What follows belongs to an exercise in optimizing a design on an open flow for a short achievable clock period and few clock cycles per item; a production flow would make more cautious choices. RTL that was checked went through simulation tests only; none was proved equivalent to the original. No functional check of the RTL was part of runs 2 to 4. Power is estimated from default activity; no workload was simulated.

--- flow/run.sh ---
#!/bin/bash
# Standard ORFS layout, with the clock tree routed on the thick upper
# metal layers. Each tool's output stays in orfs/logs; make's own
# output goes to flow_make.log.
set -euo pipefail
bash standard.sh MIN_CLK_ROUTING_LAYER=met4 finish > flow_make.log 2>&1
--- standard.sh ---
#!/bin/bash
# synth_recipe.tcl (not shown) runs the flow's synth.tcl, then flattens the netlist and writes it again
# the make line also repeats each setting of config.mk as NAME=value (left out here)
make -C /OpenROAD-flow-scripts/flow DESIGN_CONFIG=/design/flow/config.mk WORK_HOME=/design/flow/orfs CLKGATE_MAP_FILE= SYNTH_SCRIPT=/design/flow/synth_recipe.tcl "${@:-finish}"
--- config.mk ---
export PLATFORM = sky130hd
export DESIGN_NAME = wbe_mem_top
export DESIGN_NICKNAME = wbe_mem_top
export VERILOG_FILES = /design/flow/design.v
export SDC_FILE = /design/flow/constraint.sdc
export NUM_CORES = 4
export LEC_CHECK = 0
export ABC_CLOCK_PERIOD_IN_PS = 2000
export CAP_MARGIN = 20
export CORE_MARGIN = 2
export CORE_UTILIZATION = 65
export CTS_CLUSTER_DIAMETER = 100
export CTS_CLUSTER_SIZE = 28
export PLACE_DENSITY = 0.75
export SETUP_SLACK_MARGIN = 2.3
export SLEW_MARGIN = 20
--- constraint.sdc ---
create_clock -name core_clock -period 4.3 [get_ports {clk}]
set_input_delay 0.8600 -clock core_clock [delete_from_list [all_inputs] [get_ports {clk}]]
set_output_delay 0.8600 -clock core_clock [all_outputs]
set_load 0.01 [all_outputs]
--- design.v ---
`default_nettype none
module req_credit_fifo #(
    parameter int ADDR_W = 6,
    parameter int DATA_W = 32,
    parameter int LANES  = DATA_W / 8,
    parameter int DEPTH  = 2 ** ADDR_W
) (
    input  logic              clk,
    input  logic              rst,
    input  logic              req_valid,
    input  logic [ADDR_W-1:0] req_addr,
    input  logic [LANES-1:0]  req_be,
    input  logic [DATA_W-1:0] req_wdata,
    output logic              s_valid,    
    output logic [DEPTH-1:0]  s_sel,      
    output logic [LANES-1:0]  s_be,       
    output logic [DATA_W-1:0] s_wdata
);
    always_ff @(posedge clk) begin
        for (int i = 0; i < DEPTH; i++) begin
            s_sel[i] <= (req_addr == ADDR_W'(i));
        end
        s_be    <= req_be & {LANES{req_valid}};
        s_wdata <= req_wdata;
    end
    always_ff @(posedge clk) begin
        if (rst) begin
            s_valid <= 1'b0;
        end else begin
            s_valid <= req_valid;
        end
    end
endmodule
`default_nettype wire
`default_nettype none
module wbe_sram #(
    parameter int ADDR_W = 6,
    parameter int DATA_W = 32,
    parameter int LANES  = DATA_W / 8,
    parameter int DEPTH  = 2 ** ADDR_W,
    parameter int GROUPS = 4
) (
    input  logic                     clk,
    input  logic [DEPTH-1:0]         sel,
    input  logic [LANES-1:0]         be,
    input  logic [DATA_W-1:0]        wdata,
    output logic [GROUPS*DATA_W-1:0] part
);
    localparam int PER_GROUP = DEPTH / GROUPS;
    logic [DATA_W-1:0] words [DEPTH];    
    for (genvar w = 0; w < DEPTH; w++) begin : g_word
        for (genvar l = 0; l < LANES; l++) begin : g_lane
            always_ff @(posedge clk) begin
                if (sel[w] && be[l]) begin
                    words[w][l*8 +: 8] <= wdata[l*8 +: 8];
                end
            end
        end
    end
    always_ff @(posedge clk) begin
        for (int g = 0; g < GROUPS; g++) begin
            logic [DATA_W-1:0] acc;
            acc = '0;
            for (int k = 0; k < PER_GROUP; k++) begin
                acc = acc | ({DATA_W{sel[g*PER_GROUP + k]}} & words[g*PER_GROUP + k]);
            end
            part[g*DATA_W +: DATA_W] <= acc;
        end
    end
endmodule
`default_nettype wire
`default_nettype none
module mem_issue_ctrl #(
    parameter int RSP_CREDITS = 2,
    parameter int DATA_W      = 32,
    parameter int GROUPS      = 4,
    parameter int QDEPTH      = 3
) (
    input  logic                     clk,
    input  logic                     rst,
    input  logic                     s_valid,    
    input  logic [GROUPS*DATA_W-1:0] part,       
    input  logic                     rsp_credit,
    output logic                     req_credit,
    output logic                     rsp_valid,
    output logic [DATA_W-1:0]        rsp_rdata
);
    localparam int CNT_W = $clog2(RSP_CREDITS + 1);
    localparam int QN_W  = $clog2(QDEPTH + 1);
    logic              r_valid;                  
    logic [DATA_W-1:0] r_data;
    logic              head_valid;               
    logic [DATA_W-1:0] head_keep;                
    logic [DATA_W-1:0] head_nxt;
    logic [DATA_W-1:0] q_data [QDEPTH];          
    logic [QN_W-1:0]   q_cnt;
    logic [CNT_W-1:0]  slots;                    
    logic              head_free;
    logic              head_valid_nxt;
    logic              slot_left;
    always_comb begin
        r_data = '0;
        for (int g = 0; g < GROUPS; g++) begin
            r_data = r_data | part[g*DATA_W +: DATA_W];
        end
    end
    assign head_free      = !head_valid || rsp_valid;
    assign head_valid_nxt = !head_free || (q_cnt != '0) || r_valid;
    assign slot_left      = (slots != CNT_W'(rsp_valid));
    assign req_credit = rsp_valid;
    assign head_nxt = (q_cnt != '0) ? q_data[0] : r_data;
    always_ff @(posedge clk) begin
        rsp_rdata <= head_free ? head_nxt : head_keep;
        if (head_free && head_valid_nxt) begin
            head_keep <= head_nxt;
        end
        for (int k = 0; k < QDEPTH; k++) begin
            if (head_free && q_cnt != '0) begin
                if (r_valid && q_cnt == QN_W'(k + 1)) begin
                    q_data[k] <= r_data;
                end else if (k + 1 < QDEPTH) begin
                    q_data[k] <= q_data[k + 1];
                end
            end else if (!head_free && r_valid && q_cnt == QN_W'(k)) begin
                q_data[k] <= r_data;
            end
        end
    end
    always_ff @(posedge clk) begin
        if (rst) begin
            r_valid    <= 1'b0;
            head_valid <= 1'b0;
            q_cnt      <= '0;
            slots      <= CNT_W'(RSP_CREDITS);
            rsp_valid  <= 1'b0;
        end else begin
            r_valid    <= s_valid;
            head_valid <= head_valid_nxt;
            if (head_free) begin
                if (q_cnt != '0 && !r_valid) q_cnt <= q_cnt - 1'b1;
            end else if (r_valid) begin
                q_cnt <= q_cnt + 1'b1;
            end
            slots     <= slots - CNT_W'(rsp_valid) + CNT_W'(rsp_credit);
            rsp_valid <= head_valid_nxt && (slot_left || rsp_credit);
        end
    end
endmodule
`default_nettype wire
`default_nettype none
module wbe_mem_top #(
    parameter int ADDR_W      = 6,
    parameter int DATA_W      = 32,
    parameter int REQ_DEPTH   = 4,
    parameter int RSP_CREDITS = 2,
    parameter int LANES       = DATA_W / 8
) (
    input  logic              clk,
    input  logic              rst,
    input  logic              req_valid,
    input  logic [ADDR_W-1:0] req_addr,
    input  logic [LANES-1:0]  req_be,
    input  logic [DATA_W-1:0] req_wdata,
    input  logic              rsp_credit,
    output logic              req_credit,
    output logic              rsp_valid,
    output logic [DATA_W-1:0] rsp_rdata
);
    localparam int DEPTH  = 2 ** ADDR_W;
    localparam int GROUPS = 4;
    logic                     s_valid;
    logic [DEPTH-1:0]         s_sel;
    logic [LANES-1:0]         s_be;
    logic [DATA_W-1:0]        s_wdata;
    logic [GROUPS*DATA_W-1:0] part;
    req_credit_fifo #(
        .ADDR_W (ADDR_W),
        .DATA_W (DATA_W)
    ) u_fifo (
        .clk       (clk),
        .rst       (rst),
        .req_valid (req_valid),
        .req_addr  (req_addr),
        .req_be    (req_be),
        .req_wdata (req_wdata),
        .s_valid   (s_valid),
        .s_sel     (s_sel),
        .s_be      (s_be),
        .s_wdata   (s_wdata)
    );
    wbe_sram #(
        .ADDR_W (ADDR_W),
        .DATA_W (DATA_W),
        .GROUPS (GROUPS)
    ) u_sram (
        .clk   (clk),
        .sel   (s_sel),
        .be    (s_be),
        .wdata (s_wdata),
        .part  (part)
    );
    mem_issue_ctrl #(
        .RSP_CREDITS (RSP_CREDITS),
        .DATA_W      (DATA_W),
        .GROUPS      (GROUPS),
        .QDEPTH      (REQ_DEPTH - 1)
    ) u_ctrl (
        .clk        (clk),
        .rst        (rst),
        .s_valid    (s_valid),
        .part       (part),
        .rsp_credit (rsp_credit),
        .req_credit (req_credit),
        .rsp_valid  (rsp_valid),
        .rsp_rdata  (rsp_rdata)
    );
endmodule
`default_nettype wire
==> impl_results.md, run 1 <==
* Post-synth EDFFs at approximately 2,200
* Synthesized cell area at 86,000 um^2
* Worst slew pin tran at around 1.0 ns
* Relative slew slack at 0.334
* Placer Congestion at 0.898
* Hpwl dp at 133,000 um
* Lkg Pwr at 29.1 nW
* Initial core utilization at 0.654
* Setup CP Type: flip-flop to primary output
* Power density over cell area at 459 nW/um^2
* Count leader, synth: edfxtp_1
* Largest net degree at the start of global routing at 65
* WL per Instance at between 30 and 40 um
* Row count at approximately 130
* WP buf/inv at 1
* Post-synth top area share at 0.760
* Antenna viol nets, final at 0
* Crit path launch type: flip-flop
* H-tree levels at 3
* GR Overflow Total at 0
* Die Span X at 368 um
* Yosys top cell by area: edfxtp_1
* CP Data Required Time at about 3.4 ns
* Avg Vias per Cell at between 7 and 8
* Top delay family on crit path: flip-flops
* Minimum clock period at 2.10 ns
* Initial drt markers at 6,886
* Most frequent cells after synthesis: 2,176 x edfxtp_1, 512 x a221oi_1, 512 x a22o_1
* Fillers at 7,904
* Dominant cells by area after synthesis: edfxtp_1 76%, dfxtp_1 6.2%, a221oi_1 5.2%, a22o_1 5.2%, and2_1 1.9%
* TritonRoute pass-1 iters at 7
* CP peak stage delay at 0.37 ns
* Logic gate share of total power at 0.084
* Synth unique cells at 32
* Cell count after synthesis at 4,454
* Switching Fraction at 0.216
* Final setup fails at 0
* Syn nets at 4,506
* Final TNS setup at 0 ns
* Skew final at 0.0347 ns
* CTS sink count at ~2,400
* Worst vdd ir at 0.469 mV
* Part of the power in the clock network at 0.270
* Max Slew Vio Count at 0
* Crit-path cells: buf_6
* Worst Hold Class: flip-flop to flip-flop
* P_int at around 33 mW
* GRT Util Overall at 0.319
* Die area at 135,000 um^2
* Max Cap Violations at 0
* Root Driver: clkbuf_16
* WL final at roughly 220,000 um
* Vias in the first global route at 43,800
* RSZ-0062 raised after global routing: true
* Num CTS Buffers at between 90 and 100
* Share of cells above drive strength 1 at 0.123
* IO buf count at 79
* Peak Freq at 477 MHz
* Nets@finish at ~4,500
* Clock-pin slew on the worst setup and hold paths at 0.10 ns
* # IOs at 80
* Synthesized area per cell at 19.3 um^2
* Register area share after synthesis at 0.822
* Worst-skew pair later-pin latency at 0.76 ns
* Fin worst setup slack at 2.20 ns
* Psw at 9.12 mW
* Fin util at 0.700
* Die height at 368 um
* Synth warnings at 5
* Clock Path Buffers at 3
* FFs w/ async S/R, synth at 0
* Initial antenna violation count at 17
* Pre-CTS setup slack at 1.94 ns
* CTS tree: done
* Area of the core at roughly 130,000 um^2
* Seq pwr share at 0.647
* Final hold vios at 0
* Outcome: timing/DRC/antenna clean
* Crit path DAT at 1.24 ns
* Synth Flop Type: edfxtp_1
* Post-route DRC at 0
* Final Cycle Share at 0.488
* DR vias at roughly 46,000
* CTS Hold Bufs at 0
* Slowest-stage cell, CP: dfxtp_4
* Setup crit end kind: primary output
* Area Growth Syn to Fin at 7.06%
* #FFs+latches synth at 2,444
* Global-route wire length before repair at 315,000 um
* Critical path fanouts, max at 4
layout make-up:
type / count / area, um^2 / share of cell area
sequential: 2444 / 70900 / 0.770
multi-input combinational: 1702 / 14300 / 0.156
clock buffer: 176 / 2810 / 0.0305
tap: 1755 / 2200 / 0.0238
timing repair buffer: 201 / 1730 / 0.0187
clock inverter: 7 / 100 / 0.00109
antenna: 9 / 22.5 / 0.000245
inverter: 4 / 15.0 / 0.000163
worst reg2reg max path: stages (launching register included):
cell	delay, ns
dfxtp_2	0.49
buf_4	0.34
a22o_1	0.26
a221oi_1	0.48
nand4_1	0.30
kinds of logic (layout without fill, tap and decap cells):
group,Yosys count,count (layout),synth area share
AOI/OAI and AO/OA,1036,1038,0.105
xor gates and xnor gates,3,3,0.000306
adders and majority gates,6,6,0.000873
buffers and inverters,312,388,0.0142
DFF,2444,2444,0.822
muxes,129,129,0.0197
other,0,9,0
and+or+nand+nor,524,526,0.0376
stage by stage:
| step | area (um^2) | std cells | hold WS, ns | total power, mW |
|---|---|---|---|---|
| 2_1_floorplan | 86100 | 4454 | 0.414 | 29.9 |
| 3_3_place_gp | 88800 | 6092 | 0.426 | 31.1 |
| 3_5_place_dp | 88800 | 6092 | 0.433 | 31.2 |
| 4_1_cts | 91800 | 6285 | 0.460 | 42.2 |
| 5_1_grt | 92100 | 6290 | 0.489 | 43.3 |
| 6_report | 92100 | 6298 | 0.460 | 42.3 |
layout by cell type (no fill, tap or decap), drive strengths merged, types with 2 or more instances in the layout:
master            n
a21oi             3
nand2            10
inv               7
nand4           129
buf             156
clkbuf          176
a221oi          512
clkinv            2
and2            260
ha                6
nor2             70
mux2            128
nand3             8
nor2b            11
clkdlybuf4s50    45
diode             9
or4              32
a211oi            3
nand2b            4
edfxtp         2176
o21ai             6
xnor2             2
dfxtp           268
a22o            512
sequential cells by signal (all words and copies together), names as in the netlist:
signal and cells:
u_fifo.s_be 4, u_ctrl.slots 2, u_ctrl.head_keep 32, u_sram.part 128, u_ctrl.head_valid 1, u_fifo.s_valid 1, u_ctrl.q_data 96, u_sram.words 2048
u_fifo.s_wdata 32, u_ctrl.q_cnt 2, u_ctrl.r_valid 1, u_ctrl.rsp_rdata 32, u_fifo.s_sel 64, u_ctrl.rsp_valid 1
layer usage:
layer	track usage	wire length [um]	vias to the layer above
li1	-	-	18500
met1	0.442	79800	23400
met2	0.510	103000	3271
met3	0.0779	27100	387
met4	0.0726	6610	51
met5	0.104	1090	-
path summary, 6_finish.rpt:
path                                  startpoint              end  slack [ns]  cells after the start
worst max-delay path            u_ctrl.rsp_valid        rsp_valid        2.20                      1
worst min-delay path              u_fifo.s_valid   u_ctrl.r_valid        0.46                      1
worst max register to register  u_fifo.s_sel[23]  u_sram.part[45]        2.26                      4
worst min register to register    u_fifo.s_valid   u_ctrl.r_valid        0.46                      1
power by group through the flow:
stage | clock network [mW] | logic [mW] | registers, mW
2_1_floorplan | 0 | 2.10 | 27.8
3_3_place_gp | 0 | 3.30 | 27.8
3_5_place_dp | 0 | 3.38 | 27.9
4_1_cts | 11.4 | 3.42 | 27.3
5_1_grt | 12.1 | 3.74 | 27.4
6_report | 11.4 | 3.53 | 27.3
repair_timing:
item / in CTS / in global routing
endpoints found under the setup margin: 1021 / 237
gates resized for setup: 189 / 48
pin swaps: 5 / 3
setup buffers: 6 / 4
cloned: 4 / 0
Testbench counts, summed over its fixed seeds: cycles 4,120, items 4,096.
==> inputs of run 2 (changes only) <==
--- a/design.v
+++ b/design.v
@@ -14,14 +14,20 @@
     output logic              s_valid,    
     output logic [DEPTH-1:0]  s_sel,      
     output logic [LANES-1:0]  s_be,       
-    output logic [DATA_W-1:0] s_wdata
-);
+    output logic [DATA_W-1:0] s_wdata,
+    output logic [LANES-1:0]  f_be,       
+    output logic [DATA_W-1:0] f_wdata     
+);
+    logic [ADDR_W-1:0] s_addr;
     always_ff @(posedge clk) begin
         for (int i = 0; i < DEPTH; i++) begin
             s_sel[i] <= (req_addr == ADDR_W'(i));
         end
+        s_addr  <= req_addr;
         s_be    <= req_be & {LANES{req_valid}};
         s_wdata <= req_wdata;
+        f_be    <= (req_addr == s_addr) ? s_be : '0;
+        f_wdata <= s_wdata;
     end
     always_ff @(posedge clk) begin
         if (rst) begin
@@ -44,10 +50,12 @@
     input  logic [DEPTH-1:0]         sel,
     input  logic [LANES-1:0]         be,
     input  logic [DATA_W-1:0]        wdata,
+    input  logic [ADDR_W-1:0]        raddr,
     output logic [GROUPS*DATA_W-1:0] part
 );
     localparam int PER_GROUP = DEPTH / GROUPS;
     logic [DATA_W-1:0] words [DEPTH];    
+    logic [DEPTH-1:0]  rsel;
     for (genvar w = 0; w < DEPTH; w++) begin : g_word
         for (genvar l = 0; l < LANES; l++) begin : g_lane
             always_ff @(posedge clk) begin
@@ -57,12 +65,17 @@
             end
         end
     end
+    always_comb begin
+        for (int i = 0; i < DEPTH; i++) begin
+            rsel[i] = (raddr == ADDR_W'(i));
+        end
+    end
     always_ff @(posedge clk) begin
         for (int g = 0; g < GROUPS; g++) begin
             logic [DATA_W-1:0] acc;
             acc = '0;
             for (int k = 0; k < PER_GROUP; k++) begin
-                acc = acc | ({DATA_W{sel[g*PER_GROUP + k]}} & words[g*PER_GROUP + k]);
+                acc = acc | ({DATA_W{rsel[g*PER_GROUP + k]}} & words[g*PER_GROUP + k]);
             end
             part[g*DATA_W +: DATA_W] <= acc;
         end
@@ -80,6 +93,8 @@
     input  logic                     rst,
     input  logic                     s_valid,    
     input  logic [GROUPS*DATA_W-1:0] part,       
+    input  logic [DATA_W/8-1:0]      f_be,       
+    input  logic [DATA_W-1:0]        f_wdata,
     input  logic                     rsp_credit,
     output logic                     req_credit,
     output logic                     rsp_valid,
@@ -88,6 +103,7 @@
     localparam int CNT_W = $clog2(RSP_CREDITS + 1);
     localparam int QN_W  = $clog2(QDEPTH + 1);
     logic              r_valid;                  
+    logic [DATA_W-1:0] r_read;
     logic [DATA_W-1:0] r_data;
     logic              head_valid;               
     logic [DATA_W-1:0] head_keep;                
@@ -99,11 +115,15 @@
     logic              head_valid_nxt;
     logic              slot_left;
     always_comb begin
-        r_data = '0;
+        r_read = '0;
         for (int g = 0; g < GROUPS; g++) begin
-            r_data = r_data | part[g*DATA_W +: DATA_W];
-        end
-    end
+            r_read = r_read | part[g*DATA_W +: DATA_W];
+        end
+        for (int l = 0; l < DATA_W / 8; l++) begin
+            r_data[l*8 +: 8] = f_be[l] ? f_wdata[l*8 +: 8] : r_read[l*8 +: 8];
+        end
+    end
+    assign r_valid = s_valid;
     assign head_free      = !head_valid || rsp_valid;
     assign head_valid_nxt = !head_free || (q_cnt != '0) || r_valid;
     assign slot_left      = (slots != CNT_W'(rsp_valid));
@@ -128,13 +148,11 @@
     end
     always_ff @(posedge clk) begin
         if (rst) begin
-            r_valid    <= 1'b0;
             head_valid <= 1'b0;
             q_cnt      <= '0;
             slots      <= CNT_W'(RSP_CREDITS);
             rsp_valid  <= 1'b0;
         end else begin
-            r_valid    <= s_valid;
             head_valid <= head_valid_nxt;
             if (head_free) begin
                 if (q_cnt != '0 && !r_valid) q_cnt <= q_cnt - 1'b1;
@@ -172,6 +190,8 @@
     logic [DEPTH-1:0]         s_sel;
     logic [LANES-1:0]         s_be;
     logic [DATA_W-1:0]        s_wdata;
+    logic [LANES-1:0]         f_be;
+    logic [DATA_W-1:0]        f_wdata;
     logic [GROUPS*DATA_W-1:0] part;
     req_credit_fifo #(
         .ADDR_W (ADDR_W),
@@ -186,7 +206,9 @@
         .s_valid   (s_valid),
         .s_sel     (s_sel),
         .s_be      (s_be),
-        .s_wdata   (s_wdata)
+        .s_wdata   (s_wdata),
+        .f_be      (f_be),
+        .f_wdata   (f_wdata)
     );
     wbe_sram #(
         .ADDR_W (ADDR_W),
@@ -197,6 +219,7 @@
         .sel   (s_sel),
         .be    (s_be),
         .wdata (s_wdata),
+        .raddr (req_addr),
         .part  (part)
     );
     mem_issue_ctrl #(
@@ -209,6 +232,8 @@
         .rst        (rst),
         .s_valid    (s_valid),
         .part       (part),
+        .f_be       (f_be),
+        .f_wdata    (f_wdata),
         .rsp_credit (rsp_credit),
         .req_credit (req_credit),
         .rsp_valid  (rsp_valid),
==> run.sh (new file) <==
#!/bin/bash
# synth_recipe.tcl (not shown) runs the flow's synth.tcl, then flattens the netlist and writes it again
# the make line also repeats each setting of config.mk as NAME=value (left out here)
make -C /OpenROAD-flow-scripts/flow DESIGN_CONFIG=/design/flow/config.mk WORK_HOME=/design/flow/orfs CLKGATE_MAP_FILE= SYNTH_SCRIPT=/design/flow/synth_recipe.tcl finish
removed: flow/run.sh
removed: standard.sh
==> run 2 against run 1 <==
Compared with the run above:
- maximum frequency down 1.1%
- sequential cell count rose by 41
- setup slack worse by 0.023 ns
- synthesized cell count increased by 20%
- clock-buffer cell count is 2 higher
- cell area rose by 6.0%
- critical path type unchanged
- critical endpoint unchanged
==> impl_results.md, run 2 <==
* CP Data Required Time at 3.44 ns (about the same)
* Reg with most FFs: u_sram.words
* Row count at 136 (+2.3%)
* Root Driver: clkbuf_16
* Clock-pin slew on the worst setup and hold paths at 0.11 ns (about the same)
* WL per Instance at 31.7 um (-8.1%)
* Clock Path Buffers at 3 (unchanged)
* Commonest non-fill, non-tap cell in the layout: edfxtp_1
* Die Span X at 376 um (+2.2%)
* Minimum clock period at 2.12 ns (+0.0232 ns)
* GR Overflow Total at 0 (unchanged)
* Area Growth Syn to Fin at 8.61%
* Synthesized area per cell at 16.8 um^2 (-13%)
* Largest regs: u_sram.words (2048), u_sram.part (128), u_ctrl.q_data (96)
* Avg Vias per Cell at 6.87 (-5.1%)
* IO buf count at 79 (unchanged)
* Count leader, synth: edfxtp_1
* Placer Congestion at 0.888 (-1.1%)
* DR vias at 50,000 (+9.6%)
* Nets@finish at 5,432 (+21%)
* #FFs+latches synth at 2,485 (+1.7%)
* Yosys top cell by area: edfxtp_1
* Final Cycle Share at 0.493 (+0.00540)
* Most frequent cells after synthesis: 2,176 x edfxtp_1, 437 x nor2_1, 383 x a221oi_1
* Critical path fanouts, max at 5 (+1)
* Num CTS Buffers at 98 (unchanged)
* GRT Util Overall at 0.322 (+0.00331)
* Cell count after synthesis at 5,349 (+20%)
* CP peak stage delay at 0.38 ns (about the same)
* Slowest-stage cell, CP: dfxtp_4
* Setup crit end kind: primary output
* Fin util at 0.711 (+0.0106)
* Syn nets at 5,401 (+20%)
* CTS Hold Bufs at 0 (unchanged)
* Initial antenna violation count at 25 (+8)
* Vias in the first global route at 47,500 (+8.5%)
* Worst Hold Class: primary input to flip-flop
* Final TNS setup at 0 ns (unchanged)
* WP buf/inv at 1 (unchanged)
* Register area share after synthesis at 0.796 (-0.0265)
* Crit-path cells: buf_6
* Worst slew pin tran at 0.912 ns (-0.0878 ns)
* Initial core utilization at 0.655 (about the same)
* Synth unique cells at 46 (+44%)
* Global-route wire length before repair at 327,000 um (+4.0%)
* Power density over cell area at 435 nW/um^2 (-5.3%)
* Antenna viol nets, final at 0 (unchanged)
* Peak Freq at 471 MHz (-1.1%)
* Post-synth top area share at 0.727 (-0.0329)
* H-tree levels at 3 (unchanged)
* Initial drt markers at 7,291 (+5.9%)
* Final setup fails at 0 (unchanged)
* Die area at 141,000 um^2 (+4.5%)
* Post-synth EDFFs at 2,176 (unchanged)
* TritonRoute pass-1 iters at 8 (+1)
* # IOs at 80 (unchanged)
* Outcome: timing/DRC/antenna clean
* Synthesized cell area at 89,900 um^2 (+4.5%)
* Crit path DAT at 1.26 ns (+0.02 ns)
* CTS sink count at 2,485 (+1.7%)
* Die height at 376 um (+2.2%)
* Commonest non-fill, non-tap cells in the layout: 2,176 x edfxtp_1, 416 x nor2_1, 259 x and2_1
* Synth warnings at 5 (unchanged)
* Max Cap Violations at 0 (unchanged)
* Crit path launch type: flip-flop
* Flop-to-flop setup slack at 2.32 ns (+0.06 ns)
* Final hold vios at 0 (unchanged)
* CTS tree: done
* Lkg Pwr at 31.1 nW (+7.0%)
* Skew final at 0.0514 ns (+0.0166 ns)
* Post-route DRC at 0 (unchanged)
* Dominant cells by area after synthesis: edfxtp_1 73%, dfxtp_1 6.9%, a221oi_1 3.7%, mux2i_1 2.9%, a22oi_1 2.1%
* Max Slew Vio Count at 0 (unchanged)
* Max reg flops at 2,048 (unchanged)
* Worst-skew pair later-pin latency at 0.78 ns (+0.02 ns)
* Synth Flop Type: edfxtp_1
* WL final at 230,000 um (+6.2%)
* Hpwl dp at 144,000 um (+7.9%)
* FFs w/ async S/R, synth at 0 (unchanged)
* RSZ-0062 raised after global routing: true
* Setup CP Type: flip-flop to primary output
* Area of the core at 137,000 um^2 (+4.5%)
* Share of cells above drive strength 1 at 0.128 (+0.00497)
* Relative slew slack at 0.392 (+0.0586)
* Worst vdd ir at 0.431 mV (-8.1%)
* Largest net degree at the start of global routing at 113 (+74%)
* Top delay family on crit path: flip-flops
## run 2: changes by cell type after synthesis, sizes merged, moves of 34 or more
cell,change
a22oi,+256
a221oi,-129
nand2,+112
nor2,+376
o21ai,+61
nor4,+34
a21oi,+252
a211oi,+123
buf,+155
dfxtp,+41
mux2i,+255
a22o,-511
clkbuf,-129
mux2,-64
## run 2: through the flow
stage / cells / cell area, um^2 / hold slack [ns] / power (mW) / setup slack (ns)
floorplan: 5349 / 90600 / 0.432 / 30.1 / 2.16
global placement: 7043 / 93300 / 0.448 / 31.4 / 0.732
detailed placement: 7043 / 93300 / 0.458 / 31.5 / 0.572
CTS: 7250 / 97000 / 0.345 / 42.4 / 2.14
global route: 7255 / 97600 / 0.329 / 43.6 / 2.15
finish: 7276 / 97600 / 0.350 / 42.5 / 2.18
## run 2: kinds of logic after synthesis
logic type / share of synthesized area
simple gates: 0.0566
mux: 0.0365
flops: 0.796
fa+ha+maj: 0.000835
compound gates: 0.0909
buf+inv: 0.0185
xor+xnor: 0.000877
## run 2: power breakdown
part | total (mW) | internal (mW) | switching, mW
registers | 27.7 | 27.3 | 0.468
clock network | 11.3 | 4.47 | 6.86
logic | 3.39 | 1.26 | 2.13
## run 2: per-layer routing
| metal | share of wire | global-route usage | vias to the layer above |
|---|---|---|---|
| met1 | 0.37 | 0.459 | 25300 |
| li1 | - | - | 21100 |
| met2 | 0.47 | 0.496 | 3136 |
| met3 | 0.12 | 0.0616 | 412 |
| met4 | 0.041 | 0.135 | 18 |
| met5 | 0.00072 | 0 | - |
## run 2: what timing repair did
item	CTS	global route
pin swaps	7	1
endpoints found under the setup margin	984	554
cloned	3	2
setup buffers	23	3
resized for setup	323	99
## run 2: worst paths after layout
kind / start / to / depth (start not counted)
worst min register to register: u_ctrl.head_keep[9] / u_ctrl.rsp_rdata[9] / 1
worst min-delay path: req_addr[4] / u_fifo.s_addr[4] / 1
worst max-delay path: u_ctrl.rsp_valid / rsp_valid / 1
worst max register to register: u_sram.part[95] / u_ctrl.rsp_rdata[31] / 5
## run 2: area by class of cell
| type | count | area [um^2] |
|---|---|---|
| sequential | 2485 | 71600 |
| fill | 8367 | 39700 |
| multi-input combinational | 2494 | 18200 |
| clock buffer | 178 | 2800 |
| timing repair buffer | 264 | 2570 |
| tap | 1794 | 2240 |
| inverter | 37 | 151 |
| antenna | 21 | 52.6 |
| clock inverter | 3 | 33.8 |
==> inputs of run 3 (changes only) <==
--- a/design.v
+++ b/design.v
@@ -185,7 +185,7 @@
     output logic [DATA_W-1:0] rsp_rdata
 );
     localparam int DEPTH  = 2 ** ADDR_W;
-    localparam int GROUPS = 4;
+    localparam int GROUPS = 8;
     logic                     s_valid;
     logic [DEPTH-1:0]         s_sel;
     logic [LANES-1:0]         s_be;
==> run 3 against run 2 <==
Compared with the run above:
- combinational power rose by 25%
- area after synthesis rose by 2.6%
- cell area rose by 5.3%
- global-route usage rose by 4.5 points
- via count rose by 6.5%
- sequential cell count rose by 128
- utilization rose by 1.7 points
- die area rose by 2.6%
- setup slack got worse by 0.014 ns
- clock-buffer cell count rose by 8
- final cell count rose by 1.2%
- largest power group unchanged
==> impl_results.md, run 3 <==
* Peak Freq at 468 MHz (-0.66%)
* P_int at 35.2 mW (+6.8%)
* Die Span X at 381 um (+1.3%)
* Post-route DRC at 0 (unchanged)
* Largest net degree at the start of global routing at 66 (-42%)
* IO buf count at 79 (unchanged)
* Logic gate share of total power at 0.093 (+0.013)
* Cell count after synthesis at 5,211 (-2.6%)
* Share of cells above drive strength 1 at 0.204 (+0.0761)
* Synth unique cells at 65 (+41%)
* CP peak stage delay at 0.56 ns (+0.18 ns)
* Final setup fails at 0 (unchanged)
* Post-synth EDFFs at 2,176 (unchanged)
* Synthesized area per cell at 17.7 um^2 (+5.4%)
* WP buf/inv at 0 (-1)
* GR Overflow Total at 0 (unchanged)
* Overall Power at 45.5 mW (+7.3%)
* Initial drt markers at 9,706 (+33%)
* Register area share after synthesis at 0.803 (+0.00727)
* Lkg Pwr at 33.7 nW (+8.3%)
* Synthesized cell area at 92,300 um^2 (+2.6%)
* Final TNS setup at 0 ns (unchanged)
* Worst Hold Class: primary input to flip-flop
* Hpwl dp at 161,000 um (+12%)
* Skew final at 0.0571 ns (+0.00567 ns)
* DR vias at 53,200 (+6.5%)
* Power density over cell area at 443 nW/um^2 (+1.9%)
* H-tree levels at 3 (unchanged)
* GRT Util Overall at 0.367 (+0.0446)
* Worst-skew pair later-pin latency at 0.79 ns (about the same)
* Part of the power in the clock network at 0.267 (about the same)
* Setup crit end kind: flip-flop
* Relative slew slack at 0.183 (-0.209)
* Switching Fraction at 0.226 (+0.00322)
* Dominant cells by area after synthesis: edfxtp_1 71%, dfxtp_1 9.5%, a22oi_1 5.0%, and3_1 1.9%, and2_1 1.8%
* Worst hold endpoint: u_fifo.s_addr[5]
* Die area at 145,000 um^2 (+2.6%)
* Area of the core at 141,000 um^2 (+2.9%)
* WHS Path Cells at 1 (unchanged)
* #FFs+latches synth at 2,613 (+5.2%)
* CTS tree: done
* Worst reg2reg endpoint: u_ctrl.rsp_rdata[4]
* Commonest non-fill, non-tap cell in the layout: edfxtp_1
* Reg with most FFs: u_sram.words
* Count leader, synth: edfxtp_1
* Largest regs: u_sram.words (2048), u_sram.part (256), u_ctrl.q_data (96)
* Slowest-stage cell, CP: or4_4
* Seq pwr share at 0.640 (-0.013)
* Initial core utilization at 0.653 (-0.00133)
* Placer Congestion at 0.922 (+3.8%)
* Crit path launch type: flip-flop
* Synth warnings at 5 (unchanged)
* Antenna viol nets, final at 0 (unchanged)
* Outcome: timing/DRC/antenna clean
* TritonRoute pass-1 iters at 7 (-1)
* WL final at 270,000 um (+17%)
* Nets@finish at 5,431 (-0.018%)
* Max Cap Violations at 0 (unchanged)
* Final Cycle Share at 0.497 (+0.00328)
* CTS sink count at 2,613 (+5.2%)
* Setup CP Type: flip-flop to flip-flop
* Critical path fanouts, max at 4 (-1)
* CTS Hold Bufs at 0 (unchanged)
* Initial antenna violation count at 19 (-24%)
* Hold path startpoint: req_addr[5]
* Post-synth top area share at 0.708 (-0.0187)
* Final hold slack at 0.340 ns (-0.0101 ns)
* Psw at 10.3 mW (+8.8%)
* Num CTS Buffers at 104 (+6.1%)
* Root Driver: clkbuf_16
* Final hold vios at 0 (unchanged)
* Most frequent cells after synthesis: 2,176 x edfxtp_1, 618 x a22oi_1, 437 x dfxtp_1
* Yosys top cell by area: edfxtp_1
* CP Data Required Time at 4.93 ns (+1.49 ns)
* Synth Flop Type: edfxtp_1
* Flop-to-flop setup slack at 2.16 ns (-0.16 ns)
* Row count at 138 (+1.5%)
* Crit path DAT at 2.76 ns (+1.50 ns)
* Minimum clock period at 2.14 ns (+0.0141 ns)
* Clock-pin slew on the worst setup and hold paths at 0.11 ns (about the same)
* Die height at 381 um (+1.3%)
* Clock Path Buffers at 3 (unchanged)
* Area Growth Syn to Fin at 11.4%
* FFs w/ async S/R, synth at 0 (unchanged)
* Crit-path cells: or4_4, o32a_1, mux2_4, mux2_4
* Avg Vias per Cell at 7.23 (+5.3%)
* Worst vdd ir at 0.416 mV (-3.5%)
* RSZ-0062 raised after global routing: true
* Reg-to-reg startpoint: u_sram.part[196]
* Top delay family on crit path: simple AND/OR/NAND/NOR gates
* Max reg flops at 2,048 (unchanged)
* Worst slew pin tran at 1.22 ns (+0.313 ns)
* Vias in the first global route at 50,200 (+5.5%)
* Commonest non-fill, non-tap cells in the layout: 2,176 x edfxtp_1, 508 x a22oi_1, 361 x dfxtp_1
* Global-route wire length before repair at 375,000 um (+15%)
* WL per Instance at 36.6 um (+16%)
* Top cell by count, worst path: mux2_4
* Syn nets at 5,263 (-2.6%)
* Max Slew Vio Count at 0 (unchanged)
* Reg2reg path depth at 4 (-1)
* # IOs at 80 (unchanged)
## run 3: cell types whose count changed after synthesis, moves of 76 or more
cell      previous run  this run
nand2_1            122         3
dfxtp_1            309       437
nor2_1             437        34
nand4_1            130        54
and3_1               0       283
nand3_1              2       237
a21oi_1            253        38
a211oi_1           126         2
mux2i_1            256         0
a221oi_1           383       142
a32o_1               0       101
a22oi_1            256       618
## run 3: metal layers
layer | up-vias | track usage | part of all wire
li1 | 21300 | - | -
met1 | 27000 | 0.530 | 0.36
met2 | 4260 | 0.529 | 0.44
met3 | 617 | 0.0974 | 0.15
met4 | 0 | 0.169 | 0.052
met5 | - | 0 | 0
## run 3: cell families after synthesis
group / synth area share
DFF: 0.803
adders and majority gates: 0.000814
and+or+nand+nor: 0.0739
xor gates and xnor gates: 0.000759
muxes: 0.0164
AOI/OAI and AO/OA: 0.0867
buffers and inverters: 0.0186
## run 3: worst max path at each step
stage | start | to | slack, ns | cells past startpoint
global placement | req_addr[0] | u_sram.part[93] | 0.87 | 7
global route | u_ctrl.rsp_valid | rsp_valid | 2.13 | 1
floorplan | req_addr[3] | u_sram.part[65] | 2.08 | 7
finish | u_sram.part[196] | u_ctrl.rsp_rdata[4] | 2.16 | 4
CTS | u_ctrl.rsp_valid | rsp_valid | 2.11 | 1
detailed placement | req_addr[0] | u_sram.part[93] | 0.88 | 7
## run 3: timing repair
action	in CTS	in global routing
setup endpoints to repair	1986	488
cloned	16	4
resized for setup	345	105
buffers inserted	84	34
pin swaps	56	30
## run 3: metrics by stage
stage	setup slack [ns]	std cells	util	area [um^2]
2_1_floorplan	2.08	5211	-	94700
3_3_place_gp	0.865	7022	0.687	97000
3_5_place_dp	0.876	7025	0.688	97100
4_1_cts	2.11	7316	0.722	102000
5_1_grt	2.13	7354	0.728	103000
6_report	2.16	7361	0.728	103000
## run 3: power groups by stage
stage	registers [mW]	logic, mW	clock network [mW]
after global routing	29.2	4.43	12.9
after CTS	29.1	4.04	12.1
after floorplan	29.5	2.10	0
after global placement	29.6	3.53	0
after detailed placement	29.7	3.69	0
final	29.1	4.25	12.1
## run 3: final cells by class
cell class / instances / area (um^2)
fillers: 8359 / 38500
flip-flops and latches: 2613 / 74200
well taps: 1890 / 2360
multi-input cells: 2244 / 19200
clock inverters: 5 / 95.1
diodes: 7 / 17.5
repair buffers: 369 / 3770
clock buffers: 186 / 2970
inverters: 47 / 176
==> inputs of run 4 (changes only) <==
--- a/design.v
+++ b/design.v
@@ -105,15 +105,15 @@
     logic              r_valid;                  
     logic [DATA_W-1:0] r_read;
     logic [DATA_W-1:0] r_data;
-    logic              head_valid;               
+    logic              head_wait;                
     logic [DATA_W-1:0] head_keep;                
     logic [DATA_W-1:0] head_nxt;
     logic [DATA_W-1:0] q_data [QDEPTH];          
     logic [QN_W-1:0]   q_cnt;
-    logic [CNT_W-1:0]  slots;                    
+    logic [CNT_W-1:0]  slots_left;               
     logic              head_free;
     logic              head_valid_nxt;
-    logic              slot_left;
+    logic              send_nxt;
     always_comb begin
         r_read = '0;
         for (int g = 0; g < GROUPS; g++) begin
@@ -124,9 +124,9 @@
         end
     end
     assign r_valid = s_valid;
-    assign head_free      = !head_valid || rsp_valid;
-    assign head_valid_nxt = !head_free || (q_cnt != '0) || r_valid;
-    assign slot_left      = (slots != CNT_W'(rsp_valid));
+    assign head_free      = !head_wait;
+    assign head_valid_nxt = head_wait || (q_cnt != '0) || r_valid;
+    assign send_nxt       = head_valid_nxt && ((slots_left != '0) || rsp_credit);
     assign req_credit = rsp_valid;
     assign head_nxt = (q_cnt != '0) ? q_data[0] : r_data;
     always_ff @(posedge clk) begin
@@ -148,19 +148,19 @@
     end
     always_ff @(posedge clk) begin
         if (rst) begin
-            head_valid <= 1'b0;
+            head_wait  <= 1'b0;
             q_cnt      <= '0;
-            slots      <= CNT_W'(RSP_CREDITS);
+            slots_left <= CNT_W'(RSP_CREDITS);
             rsp_valid  <= 1'b0;
         end else begin
-            head_valid <= head_valid_nxt;
+            head_wait  <= head_valid_nxt && !send_nxt;
             if (head_free) begin
                 if (q_cnt != '0 && !r_valid) q_cnt <= q_cnt - 1'b1;
             end else if (r_valid) begin
                 q_cnt <= q_cnt + 1'b1;
             end
-            slots     <= slots - CNT_W'(rsp_valid) + CNT_W'(rsp_credit);
-            rsp_valid <= head_valid_nxt && (slot_left || rsp_credit);
+            slots_left <= slots_left + CNT_W'(rsp_credit) - CNT_W'(send_nxt);
+            rsp_valid  <= send_nxt;
         end
     end
 endmodule
--- a/config.mk
+++ b/config.mk
@@ -12,5 +12,5 @@
 export CTS_CLUSTER_DIAMETER = 100
 export CTS_CLUSTER_SIZE = 28
 export PLACE_DENSITY = 0.75
-export SETUP_SLACK_MARGIN = 2.3
+export SETUP_SLACK_MARGIN = 2.5
 export SLEW_MARGIN = 20
==> run 4 against run 3 <==
Compared with the run above:
- non-clock buffer count grew 141
- power grew 0.72%
- routed wire length increased by 6.6%
- setup slack gained 0.032 ns
- die area down 0.24%
- clock skew is 0.0035 ns higher
- synthesized cell count rose by 1.3%
- maximum frequency grew 1.5%
==> impl_results.md, run 4 <==
* Outcome: timing/DRC/antenna clean
* Skew final at 0.0606 ns (+0.00351 ns)
* # IOs at 80 (unchanged)
* Area Growth Syn to Fin at 15.3%
* Worst reg2reg endpoint: u_ctrl.rsp_rdata[23]
* Worst slew pin tran at 0.974 ns (-0.251 ns)
* Synthesized area per cell at 17.4 um^2 (-1.6%)
* Seq pwr share at 0.634 (-0.006)
* Crit-path cells: buf_6
* CP Data Required Time at 3.44 ns (-1.49 ns)
* Dominant cells by area after synthesis: edfxtp_1 71%, dfxtp_1 9.5%, a22oi_1 5.2%, and3_1 1.9%, and2_1 1.8%
* Row count at 138 (unchanged)
* WL final at 287,000 um (+6.6%)
* Initial core utilization at 0.653 (-0.000806)
* Nets@finish at 5,639 (+3.8%)
* Power density over cell area at 432 nW/um^2 (-2.5%)
* RSZ-0062 raised after global routing: true
* Register area share after synthesis at 0.805 (+0.00198)
* Share of cells above drive strength 1 at 0.255 (+0.0516)
* Psw at 10.7 mW (+3.8%)
* Synth Flop Type: edfxtp_1
* P_int at 35.2 mW (-0.20%)
* Most frequent cells after synthesis: 2,176 x edfxtp_1, 637 x a22oi_1, 437 x dfxtp_1
* Clock Path Buffers at 3 (unchanged)
* Fin worst setup slack at 2.20 ns (+0.0323 ns)
* Critical path fanouts, max at 1 (-3)
* CTS sink count at 2,613 (unchanged)
* Crit path DAT at 1.24 ns (-1.52 ns)
* Lkg Pwr at 35.2 nW (+4.4%)
* Max Slew Vio Count at 0 (unchanged)
* Pre-CTS setup slack at 0.907 ns (+0.0316 ns)
* CP peak stage delay at 0.35 ns (-0.21 ns)
* Synth warnings at 5 (unchanged)
* Fin util at 0.752 (+0.0247)
* Post-synth EDFFs at 2,176 (unchanged)
* Max reg flops at 2,048 (unchanged)
* Die Span X at 380 um (-0.12%)
* Final Cell Area at 106,000 um^2 (+3.3%)
* Post-route DRC at 0 (unchanged)
* Placer Congestion at 0.956 (+3.6%)
* Met1 wire length at 97,200 um (+1.4%)
* Avg Vias per Cell at 7.27 (+0.47%)
* Post-synth top area share at 0.710 (+0.00174)
* Antenna viol nets, final at 0 (unchanged)
* Cell count after synthesis at 5,281 (+1.3%)
* Switching Fraction at 0.233 (+0.00703)
* Crit path launch type: flip-flop
* Area of the core at 141,000 um^2 (-0.12%)
* Minimum clock period at 2.10 ns (-0.0323 ns)
* Hpwl dp at 164,000 um (+1.9%)
* Met2 WL at 127,000 um (+7.6%)
* H-tree levels at 3 (unchanged)
* Routed met3 length at 46,100 um (+10%)
* Final setup fails at 0 (unchanged)
* Initial drt markers at 9,297 (-4.2%)
* Die height at 380 um (-0.12%)
* Relative slew slack at 0.351 (+0.167)
* Top delay family on crit path: flip-flops
* Final hold vios at 0 (unchanged)
* Global-route wire length before repair at 388,000 um (+3.5%)
* Setup CP Type: flip-flop to primary output
* Worst vdd ir at 0.515 mV (+24%)
* Worst-skew pair later-pin latency at 0.79 ns (about the same)
* Largest regs: u_sram.words (2048), u_sram.part (256), u_ctrl.q_data (96)
* Largest net degree at the start of global routing at 66 (unchanged)
* Setup crit end kind: primary output
* Reg with most FFs: u_sram.words
* Critical path capture point: rsp_rdata[20]
* Max Cap Violations at 0 (unchanged)
* WP buf/inv at 1 (+1)
* Commonest non-fill, non-tap cells in the layout: 2,176 x edfxtp_1, 505 x a22oi_1, 297 x dfxtp_1
* Synth unique cells at 63 (-3.1%)
* FFs w/ async S/R, synth at 0 (unchanged)
* Count leader, synth: edfxtp_1
* Initial antenna violation count at 13 (-6)
* Worst setup startpoint: u_ctrl.rsp_rdata[20]
* Overall Power at 45.9 mW (+0.72%)
* GRT Util Overall at 0.382 (+0.0152)
* DR vias at 55,000 (+3.4%)
* WL per Instance at 38.0 um (+3.6%)
* CTS Hold Bufs at 0 (unchanged)
* Clock-pin slew on the worst setup and hold paths at 0.11 ns (about the same)
* IO buf count at 79 (unchanged)
* Commonest non-fill, non-tap cell in the layout: edfxtp_1
* Worst Hold Class: primary input to flip-flop
* Flop-to-flop setup slack at 2.33 ns (+0.17 ns)
* Die area at 145,000 um^2 (-0.24%)
* Reg2reg path depth at 5 (+1)
* Slowest-stage cell, CP: dfxtp_2
* GR Overflow Total at 0 (unchanged)
* Final Cycle Share at 0.489 (-0.00751)
* CTS tree: done
* Highest routed layer: met5
* #FFs+latches synth at 2,613 (unchanged)
* Reg-to-reg startpoint: u_sram.part[87]
* Logic gate share of total power at 0.100 (+0.007)
* Syn nets at 5,333 (+1.3%)
* Num CTS Buffers at 103 (-0.96%)
* Part of the power in the clock network at 0.266 (about the same)
* Peak Freq at 475 MHz (+1.5%)
* Stages on the worst setup path at 1 (-3)
* Final TNS setup at 0 ns (unchanged)
* TritonRoute pass-1 iters at 7 (unchanged)
* Area after DPL at 97,000 um^2 (-0.11%)
* Synthesized cell area at 92,000 um^2 (-0.25%)
* Root Driver: clkbuf_16
* Vias in the first global route at 51,200 (+2.2%)
* Yosys top cell by area: edfxtp_1
run 4: changes by cell type in the layout (fill, tap and decap cells not counted), sizes merged, moves of 16 or more:
| cell | delta |
|---|---|
| a32oi | -21 |
| nand2 | +63 |
| buf | +124 |
| mux2 | -65 |
| nand3 | -22 |
| a22oi | +19 |
| nor2b | +27 |
| or4 | -16 |
| a31o | +32 |
| o21ai | +64 |
| nor4 | +16 |
run 4: worst min path at each step:
stage                               from                to  slack (ns)  depth (start not counted)
finish                       req_addr[3]  u_fifo.s_addr[3]        0.31                          1
CTS                          req_addr[3]  u_fifo.s_addr[3]        0.29                          1
global route                 req_addr[3]  u_fifo.s_addr[3]        0.29                          1
detailed placement   u_sram.words[63][2]  u_sram.part[226]        0.46                          2
global placement    u_sram.words[21][10]   u_sram.part[74]        0.45                          2
floorplan           u_sram.words[30][10]  u_sram.part[106]        0.44                          2
run 4: power by group through the flow:
stage,clock network [mW],logic [mW],registers (mW)
floorplan,0,1.74,29.4
global placement,0,3.05,29.5
detailed placement,0,3.18,29.5
CTS,12.1,3.88,29.0
global route,12.9,4.72,29.1
finish,12.2,4.58,29.1
run 4: cell type report:
cell class	instances	area (um^2)
diodes	10	25.0
clock buffers	187	3000
clock inverters	3	45.0
fillers	7701	34900
inverters	41	164
multi-input cells	2318	20300
flip-flops and latches	2613	74400
well taps	1890	2360
repair buffers	510	5810
run 4: layer usage:
layer  GRT usage  vias to the layer above
met4       0.176                        2
met2       0.561                     4678
met3       0.112                      805
li1            -                    21800
met1       0.535                    27700
met5           0                        -
run 4: per-stage QoR:
step	instances	hold WS, ns
final	7572	0.310
after global routing	7562	0.287
after CTS	7485	0.289
after detailed placement	7079	0.456
after global placement	7077	0.448
after floorplan	5281	0.442
run 4: logic make-up after synthesis:
| logic type | share of synthesized area |
|---|---|
| XOR/XNOR | 0.000856 |
| AO/OA/AOI/OAI | 0.0912 |
| buffers and inverters | 0.0187 |
| adder cells (fa/ha/maj) | 0.000816 |
| multiplexers | 0.00783 |
| AND/OR/NAND/NOR | 0.0757 |
| flip-flops | 0.805 |
run 4: what timing repair did:
item / 4_1_cts / 5_1_grt
setup endpoints to repair: 2767 / 534
setup buffers: 182 / 57
pin swaps: 121 / 115
gates cloned: 34 / 20
gates resized for setup: 662 / 223
==> inputs of run 5 (changes only) <==
--- a/design.v
+++ b/design.v
@@ -14,20 +14,14 @@
     output logic              s_valid,    
     output logic [DEPTH-1:0]  s_sel,      
     output logic [LANES-1:0]  s_be,       
-    output logic [DATA_W-1:0] s_wdata,
-    output logic [LANES-1:0]  f_be,       
-    output logic [DATA_W-1:0] f_wdata     
-);
-    logic [ADDR_W-1:0] s_addr;
+    output logic [DATA_W-1:0] s_wdata
+);
     always_ff @(posedge clk) begin
         for (int i = 0; i < DEPTH; i++) begin
             s_sel[i] <= (req_addr == ADDR_W'(i));
         end
-        s_addr  <= req_addr;
         s_be    <= req_be & {LANES{req_valid}};
         s_wdata <= req_wdata;
-        f_be    <= (req_addr == s_addr) ? s_be : '0;
-        f_wdata <= s_wdata;
     end
     always_ff @(posedge clk) begin
         if (rst) begin
@@ -50,12 +44,10 @@
     input  logic [DEPTH-1:0]         sel,
     input  logic [LANES-1:0]         be,
     input  logic [DATA_W-1:0]        wdata,
-    input  logic [ADDR_W-1:0]        raddr,
     output logic [GROUPS*DATA_W-1:0] part
 );
     localparam int PER_GROUP = DEPTH / GROUPS;
     logic [DATA_W-1:0] words [DEPTH];    
-    logic [DEPTH-1:0]  rsel;
     for (genvar w = 0; w < DEPTH; w++) begin : g_word
         for (genvar l = 0; l < LANES; l++) begin : g_lane
             always_ff @(posedge clk) begin
@@ -65,17 +57,12 @@
             end
         end
     end
-    always_comb begin
-        for (int i = 0; i < DEPTH; i++) begin
-            rsel[i] = (raddr == ADDR_W'(i));
-        end
-    end
     always_ff @(posedge clk) begin
         for (int g = 0; g < GROUPS; g++) begin
             logic [DATA_W-1:0] acc;
             acc = '0;
             for (int k = 0; k < PER_GROUP; k++) begin
-                acc = acc | ({DATA_W{rsel[g*PER_GROUP + k]}} & words[g*PER_GROUP + k]);
+                acc = acc | ({DATA_W{sel[g*PER_GROUP + k]}} & words[g*PER_GROUP + k]);
             end
             part[g*DATA_W +: DATA_W] <= acc;
         end
@@ -93,8 +80,6 @@
     input  logic                     rst,
     input  logic                     s_valid,    
     input  logic [GROUPS*DATA_W-1:0] part,       
-    input  logic [DATA_W/8-1:0]      f_be,       
-    input  logic [DATA_W-1:0]        f_wdata,
     input  logic                     rsp_credit,
     output logic                     req_credit,
     output logic                     rsp_valid,
@@ -103,7 +88,6 @@
     localparam int CNT_W = $clog2(RSP_CREDITS + 1);
     localparam int QN_W  = $clog2(QDEPTH + 1);
     logic              r_valid;                  
-    logic [DATA_W-1:0] r_read;
     logic [DATA_W-1:0] r_data;
     logic              head_wait;                
     logic [DATA_W-1:0] head_keep;                
@@ -115,15 +99,11 @@
     logic              head_valid_nxt;
     logic              send_nxt;
     always_comb begin
-        r_read = '0;
+        r_data = '0;
         for (int g = 0; g < GROUPS; g++) begin
-            r_read = r_read | part[g*DATA_W +: DATA_W];
-        end
-        for (int l = 0; l < DATA_W / 8; l++) begin
-            r_data[l*8 +: 8] = f_be[l] ? f_wdata[l*8 +: 8] : r_read[l*8 +: 8];
-        end
-    end
-    assign r_valid = s_valid;
+            r_data = r_data | part[g*DATA_W +: DATA_W];
+        end
+    end
     assign head_free      = !head_wait;
     assign head_valid_nxt = head_wait || (q_cnt != '0) || r_valid;
     assign send_nxt       = head_valid_nxt && ((slots_left != '0) || rsp_credit);
@@ -148,11 +128,13 @@
     end
     always_ff @(posedge clk) begin
         if (rst) begin
+            r_valid    <= 1'b0;
             head_wait  <= 1'b0;
             q_cnt      <= '0;
             slots_left <= CNT_W'(RSP_CREDITS);
             rsp_valid  <= 1'b0;
         end else begin
+            r_valid    <= s_valid;
             head_wait  <= head_valid_nxt && !send_nxt;
             if (head_free) begin
                 if (q_cnt != '0 && !r_valid) q_cnt <= q_cnt - 1'b1;
@@ -185,13 +167,11 @@
     output logic [DATA_W-1:0] rsp_rdata
 );
     localparam int DEPTH  = 2 ** ADDR_W;
-    localparam int GROUPS = 8;
+    localparam int GROUPS = 4;
     logic                     s_valid;
     logic [DEPTH-1:0]         s_sel;
     logic [LANES-1:0]         s_be;
     logic [DATA_W-1:0]        s_wdata;
-    logic [LANES-1:0]         f_be;
-    logic [DATA_W-1:0]        f_wdata;
     logic [GROUPS*DATA_W-1:0] part;
     req_credit_fifo #(
         .ADDR_W (ADDR_W),
@@ -206,9 +186,7 @@
         .s_valid   (s_valid),
         .s_sel     (s_sel),
         .s_be      (s_be),
-        .s_wdata   (s_wdata),
-        .f_be      (f_be),
-        .f_wdata   (f_wdata)
+        .s_wdata   (s_wdata)
     );
     wbe_sram #(
         .ADDR_W (ADDR_W),
@@ -219,7 +197,6 @@
         .sel   (s_sel),
         .be    (s_be),
         .wdata (s_wdata),
-        .raddr (req_addr),
         .part  (part)
     );
     mem_issue_ctrl #(
@@ -232,8 +209,6 @@
         .rst        (rst),
         .s_valid    (s_valid),
         .part       (part),
-        .f_be       (f_be),
-        .f_wdata    (f_wdata),
         .rsp_credit (rsp_credit),
         .req_credit (req_credit),
         .rsp_valid  (rsp_valid),
--- a/config.mk
+++ b/config.mk
@@ -12,5 +12,5 @@
 export CTS_CLUSTER_DIAMETER = 100
 export CTS_CLUSTER_SIZE = 28
 export PLACE_DENSITY = 0.75
-export SETUP_SLACK_MARGIN = 2.5
+export SETUP_SLACK_MARGIN = 2.3
 export SLEW_MARGIN = 20
==> run 5 against run 4 <==
Compared with the run above:
- still clean
- global-route usage is 7.4 points lower
- clock-buffer cell count fell by 8
- sequential cell count fell by 169
- sequential share of layout area rose by 7.1 points
- register-to-register slack got worse by 0.05 ns
- routed wire length fell by 27%
- combinational power fell by 14%
- largest power group unchanged
- cell area shrank 13%
- power is 7.0% lower
- clock power decreased by 7%
- setup slack better by 0.0022 ns
- synthesized cell count fell by 16%
==> impl_results.md, run 5 <==
* Outcome: timing/DRC/antenna clean
* WHS Path Cells at 1 (unchanged)
* H-tree levels at 3 (unchanged)
* Setup crit end kind: primary output
* CTS Hold Bufs at 0 (unchanged)
* #FFs+latches synth at 2,444 (-6.5%)
* Stages on the worst setup path at 1 (unchanged)
* Lkg Pwr at 28.9 nW (-18%)
* Slowest-stage cell, CP: dfxtp_2
* Yosys top cell by area: edfxtp_1
* Worst Hold Class: flip-flop to flip-flop
* Max Slew Vio Count at 0 (unchanged)
* GR Overflow Total at 0 (unchanged)
* Worst slew pin tran at 0.969 ns (-0.00518 ns)
* Power density over cell area at 465 nW/um^2 (+7.5%)
* Worst-skew pair later-pin latency at 0.77 ns (-0.02 ns)
* Synthesized area per cell at 19.3 um^2 (+11%)
* Synth Area in Compound Gates at 0.105 (+0.0140)
* Synth Flop Type: edfxtp_1
* Max reg flops at 2,048 (unchanged)
* CP peak stage delay at 0.37 ns (+0.02 ns)
* Post-synth top area share at 0.761 (+0.0508)
* Crit path launch type: flip-flop
* Antenna viol nets, final at 0 (unchanged)
* Cell count after synthesis at 4,454 (-16%)
* Layout Cells excl Fill at 6,284 (-17%)
* Placer Congestion at 0.876 (-8.4%)
* Main combinational cell family by area after synthesis: compound AO/OA/AOI/OAI gates
* Critical path fanouts, max at 1 (unchanged)
* Adder-cell share of the synthesized area at 0.000874 (+0.0000584)
* Relative slew slack at 0.354 (+0.00346)
* Most frequent cells after synthesis: 2,176 x edfxtp_1, 512 x a221oi_1, 512 x a22o_1
* TritonRoute pass-1 iters at 6 (-1)
* Max Cap Violations at 0 (unchanged)
* Die area at 135,000 um^2 (-6.6%)
* Simple-Gate Fraction of Synth Area at 0.0380 (-0.0376)
* Register area share after synthesis at 0.823 (+0.0182)
* Commonest non-fill, non-tap cells in the layout: 2,176 x edfxtp_1, 512 x a22o_1, 502 x a221oi_1
* Area of the core at 131,000 um^2 (-6.9%)
* Clock-pin slew on the worst setup and hold paths at 0.10 ns (about the same)
* Final Cycle Share at 0.489 (-0.000523)
* Flop-to-flop setup slack at 2.28 ns (-0.05 ns)
* Worst vdd ir at 0.382 mV (-26%)
* Hpwl dp at 130,000 um (-21%)
* Synthesized cell area at 85,900 um^2 (-6.7%)
* Overall Power at 42.7 mW (-7.0%)
* FFs w/ async S/R, synth at 0 (unchanged)
* WL per Instance at 33.5 um (-12%)
* Reg with most FFs: u_sram.words
* Initial core utilization at 0.654 (+0.00173)
* IO buf count at 79 (unchanged)
* DR vias at 45,000 (-18%)
* Synth unique cells at 33 (-48%)
* Die height at 368 um (-3.4%)
* Crit path DAT at 1.24 ns (about the same)
* Worst hold endpoint: u_ctrl.r_valid
* Post-route DRC at 0 (unchanged)
* Placed insts at 6,080 (-14%)
* Skew final at 0.0334 ns (-0.0272 ns)
* Worst reg2reg endpoint: u_sram.words[20][1]
* Top delay family on crit path: flip-flops
* Pre-CTS setup slack at 1.58 ns (+0.675 ns)
* Avg Vias per Cell at 7.16 (-1.5%)
* Final hold vios at 0 (unchanged)
* Final setup fails at 0 (unchanged)
* Clock Path Buffers at 3 (unchanged)
* Minimum clock period at 2.10 ns (-0.00225 ns)
* # IOs at 80 (unchanged)
* GRT Util Overall at 0.307 (-0.0745)
* Dominant cells by area after synthesis: edfxtp_1 76%, dfxtp_1 6.2%, a221oi_1 5.2%, a22o_1 5.2%, and2_1 1.9%
* RSZ-0062 raised after global routing: true
* WP buf/inv at 1 (unchanged)
* Num CTS Buffers at 97 (-5.8%)
* Largest regs: u_sram.words (2048), u_sram.part (128), u_ctrl.q_data (96)
* Post-synth EDFFs at 2,176 (unchanged)
* WL final at 210,000 um (-27%)
* CP Data Required Time at 3.44 ns (about the same)
* Area Growth Syn to Fin at 6.96%
* Share of cells above drive strength 1 at 0.123 (-0.132)
* Largest net degree at the start of global routing at 65 (-1.5%)
* Root Driver: clkbuf_16
* Die Span X at 368 um (-3.4%)
* Vias in the first global route at 42,500 (-17%)
* Global-route wire length before repair at 300,000 um (-23%)
* CTS sink count at 2,444 (-6.5%)
* Crit-path cells: buf_6
* Mux share of post-synthesis cell area at 0.0183 (+0.0105)
* Count leader, synth: edfxtp_1
* CTS tree: done
* Final TNS setup at 0 ns (unchanged)
* Synth warnings at 5 (unchanged)
* Initial antenna violation count at 17 (+4)
* Reg2reg path depth at 2 (-3)
* Initial drt markers at 7,290 (-22%)
* Syn nets at 4,506 (-16%)
* Fin worst setup slack at 2.20 ns (+0.00225 ns)
* Reg-to-reg startpoint: u_fifo.s_sel[20]
* Nets@finish at 4,495 (-20%)
* Peak Freq at 476 MHz (+0.11%)
* Setup CP Type: flip-flop to primary output
* Hold path startpoint: u_fifo.s_valid
* Post-Synth XOR/XNOR Area at 0.000204 (-0.000652)
* Commonest non-fill, non-tap cell in the layout: edfxtp_1
* Row count at 133 (-3.6%)
* Fin util at 0.700 (-0.0527)
run 5: cell types whose count changed after synthesis, sizes merged, moves of 65 or more:
cell	delta
a32o	-109
o21ai	-65
dfxtp	-169
a22oi	-636
buf	-115
nand3	-208
nand4	+65
a221oi	+375
and3	-274
clkbuf	+91
a22o	+512
run 5: cell families (layout without fill, tap and decap cells):
group           Yosys count  in the layout
xor+xnor                  2              2
buf+inv                 312            381
compound gates         1031           1033
mux                     129            129
fa+ha+maj                 6              6
other cells               0              2
simple gates            530            532
flops                  2444           2444
run 5: worst max-delay path by stage:
| stage | slack (ns) | end | start |
|---|---|---|---|
| final | 2.20 | rsp_rdata[8] | u_ctrl.rsp_rdata[8] |
| after global routing | 2.18 | rsp_rdata[8] | u_ctrl.rsp_rdata[8] |
| after CTS | 2.15 | rsp_rdata[8] | u_ctrl.rsp_rdata[8] |
| after detailed placement | 1.58 | u_ctrl.q_data[1][27] | u_ctrl.q_cnt[1] |
| after global placement | 1.55 | u_ctrl.slots_left[1] | rsp_credit |
| after floorplan | 2.23 | u_ctrl.slots_left[1] | u_ctrl.q_cnt[1] |
run 5: metal layers:
| metal | share of wire | GRT usage | vias up |
|---|---|---|---|
| met5 | 0.00045 | 0 | - |
| met4 | 0.028 | 0.0909 | 14 |
| li1 | - | - | 18500 |
| met3 | 0.12 | 0.0555 | 307 |
| met2 | 0.47 | 0.472 | 2987 |
| met1 | 0.38 | 0.459 | 23200 |
run 5: area by class of cell:
| class | instances | area (um^2) |
|---|---|---|
| fillers | 7832 | 39400 |
| flip-flops and latches | 2444 | 70900 |
| clock inverters | 4 | 40.0 |
| multi-input cells | 1702 | 14200 |
| clock buffers | 179 | 2820 |
| well taps | 1755 | 2200 |
| repair buffers | 194 | 1740 |
| inverters | 4 | 15.0 |
| diodes | 2 | 5.00 |
run 5: worst reg2reg max path: stages (launching register included):
cell and delay (ns):
dfxtp_2 0.75, buf_4 0.42, and2_1 0.49
run 5: what timing repair did:
action                      CTS  global route
setup endpoints to repair  1143           259
buffers inserted             13             2
cloned                        4             0
pin swaps                     5             4
resized for setup           214            37
run 5: stage by stage:
stage	hold WS [ns]	instance area, um^2
detailed placement	0.455	88600
finish	0.471	91900
floorplan	0.414	86000
CTS	0.468	91700
global route	0.486	91900
global placement	0.432	88600
run 5: report_power, final:
part | internal, mW | leakage, nW | switching (mW)
combinational | 1.82 | 5.63 | 2.10
clock | 4.51 | 1.36 | 6.78
sequential | 27.0 | 21.9 | 0.435
total | 33.4 | 28.9 | 9.32
Testbench counts of run 5, summed over its fixed seeds: cycles 4,120, items 4,096.
==> inputs of run 6 (changes only) <==
--- a/config.mk
+++ b/config.mk
@@ -12,5 +12,5 @@
 export CTS_CLUSTER_DIAMETER = 100
 export CTS_CLUSTER_SIZE = 28
 export PLACE_DENSITY = 0.75
-export SETUP_SLACK_MARGIN = 2.3
+export SETUP_SLACK_MARGIN = 2.5
 export SLEW_MARGIN = 20
==> run 6 against run 5 <==
Compared with the run above:
- clock skew is 0.0055 ns lower
- clock power hardly changed
- sequential cell count unchanged
- via count rose by 1.2%
- critical path depth unchanged
==> impl_results.md, run 6 <==
* Outcome: timing/DRC/antenna clean
* Root Driver: clkbuf_16
* Antenna viol nets, final at 0 (unchanged)
* Die area at 135,000 um^2 (unchanged)
* Post-route DRC at 0 (unchanged)
* Syn nets at 4,506 (unchanged)
* IO buf count at 79 (unchanged)
* Worst hold endpoint: u_ctrl.r_valid
* Area after DPL at 88,600 um^2 (about the same)
* H-tree levels at 3 (unchanged)
* Area of the multi-input gates at 14,800 um^2 (+4.7%)
* Register area share after synthesis at 0.823 (unchanged)
* Max Slew Vio Count at 0 (unchanged)
* Crit path DAT at 1.23 ns (about the same)
* Area Growth Syn to Fin at 8.69%
* Largest net degree at the start of global routing at 65 (unchanged)
* Die Span X at 368 um (unchanged)
* Final setup fails at 0 (unchanged)
* Share of cells above drive strength 1 at 0.166 (+0.0428)
* Num CTS Buffers at 97 (unchanged)
* Commonest non-fill, non-tap cells in the layout: 2,176 x edfxtp_1, 512 x a22o_1, 465 x a221oi_1
* Skew final at 0.0278 ns (-0.00553 ns)
* Peak Freq at 478 MHz (+0.42%)
* Lkg Pwr at 29.6 nW (+2.6%)
* CP Data Required Time at 3.44 ns (about the same)
* Relative slew slack at 0.418 (+0.0634)
* Initial antenna violation count at 18 (+1)
* Dominant cells by area after synthesis: edfxtp_1 76%, dfxtp_1 6.2%, a221oi_1 5.2%, a22o_1 5.2%, and2_1 1.9%
* Worst Hold Class: flip-flop to flip-flop
* Worst vdd ir at 0.363 mV (-5.0%)
* RSZ-0062 raised after global routing: true
* WHS Path Cells at 1 (unchanged)
* DR vias at 45,600 (+1.2%)
* Max reg flops at 2,048 (unchanged)
* Crit path launch type: flip-flop
* Setup CP Type: flip-flop to primary output
* Area of the core at 131,000 um^2 (unchanged)
* WL per Instance at 34.1 um (+1.8%)
* Worst setup startpoint: u_ctrl.rsp_rdata[7]
* CTS sink count at 2,444 (unchanged)
* Die height at 368 um (unchanged)
* Clock Path Buffers at 3 (unchanged)
* Initial drt markers at 7,295 (+0.069%)
* Synthesized area per cell at 19.3 um^2 (unchanged)
* Reg with most FFs: u_sram.words
* Post-synth EDFFs at 2,176 (unchanged)
* GRT Util Overall at 0.313 (+0.00567)
* Synth unique cells at 33 (unchanged)
* Cell count after synthesis at 4,454 (unchanged)
* Commonest non-fill, non-tap cell in the layout: edfxtp_1
* CTS tree: done
* Minimum clock period at 2.09 ns (-0.00881 ns)
* Final hold vios at 0 (unchanged)
* Slowest-stage cell, CP: dfxtp_2
* Post-synth top area share at 0.761 (unchanged)
* Vias in the first global route at 43,300 (+2.1%)
* Final Cycle Share at 0.487 (-0.00205)
* TritonRoute pass-1 iters at 6 (unchanged)
* Final hold slack at 0.470 ns (-0.000894 ns)
* Row count at 133 (unchanged)
* Hpwl dp at 129,000 um (-0.51%)
* Nets@finish at 4,541 (+1.0%)
* Final TNS setup at 0 ns (unchanged)
* FFs w/ async S/R, synth at 0 (unchanged)
* WL final at 216,000 um (+2.6%)
* Avg Vias per Cell at 7.20 (+0.51%)
* Fillers at 7,607 (-2.9%)
* GR Overflow Total at 0 (unchanged)
* Top delay family on crit path: flip-flops
* Most frequent cells after synthesis: 2,176 x edfxtp_1, 512 x a221oi_1, 512 x a22o_1
* Worst-skew pair later-pin latency at 0.77 ns (about the same)
## run 6: cell types whose count changed in the layout (fill, tap and decap cells not counted), sizes merged
cell,change
buf,+41
clkinv,+3
diode,+2
inv,-3
a21o,+3
## run 6: cells by family after synthesis
kind of cell | share of synthesized area
adders and majority gates | 0.000874
AOI/OAI and AO/OA | 0.105
and+or+nand+nor | 0.0380
muxes | 0.0183
buffers and inverters | 0.0142
xor gates and xnor gates | 0.000204
DFF | 0.823
## run 6: area by class of cell
cell class	instances	area share
clock buffer	177	0.0306
clock inverter	4	0.000415
antenna	4	0.000107
sequential	2444	0.760
inverter	4	0.000214
timing repair buffer	237	0.0263
multi-input combinational	1705	0.159
tap	1755	0.0235
## run 6: timing repair
action / in CTS / in global routing
endpoints found under the setup margin: 2091 / 618
gates resized for setup: 408 / 109
pin swaps: 15 / 23
setup buffers: 34 / 21
cloned: 8 / 3
## run 6: routing by layer
metal  routed length, um  vias to the layer above  share of wire  GRT usage
met4                5620                       14          0.026     0.0836
met2              102000                     3166           0.47      0.485
li1                    -                    18600              -          -
met3               27300                      336           0.13     0.0723
met1               80900                    23500           0.38      0.456
met5                  78                        -        0.00036          0
## run 6: report_power, final
group | total [mW] | internal (mW) | leakage [nW] | switching, mW
clock network | 11.4 | 4.57 | 1.38 | 6.82
logic | 4.81 | 2.38 | 6.35 | 2.44
registers | 27.5 | 27.0 | 21.9 | 0.437
total | 43.7 | 34.0 | 29.6 | 9.69
## run 6: worst max-delay path by stage
stage / depth (start not counted) / end
after floorplan: 12 / u_ctrl.slots_left[1]
after global placement: 9 / u_ctrl.slots_left[1]
after detailed placement: 5 / u_ctrl.q_data[0][9]
after CTS: 1 / rsp_rdata[7]
after global routing: 1 / rsp_rdata[7]
final: 1 / rsp_rdata[7]
## run 6: metrics by stage
| step | setup slack, ns | util |
|---|---|---|
| after global placement | 1.58 | 0.674 |
| after global routing | 2.18 | 0.711 |
| after detailed placement | 1.56 | 0.674 |
| after floorplan | 2.23 | - |
| after CTS | 2.15 | 0.706 |
| final | 2.21 | 0.711 |

Check on run 6: ideal ports give 2.207 ns setup slack; a clkbuf_16 on the clock port and buf_2 on the inputs give 2.126 ns; moving port delays by the midpoint clock arrival (0.839 ns) as well gives 1.597 ns.
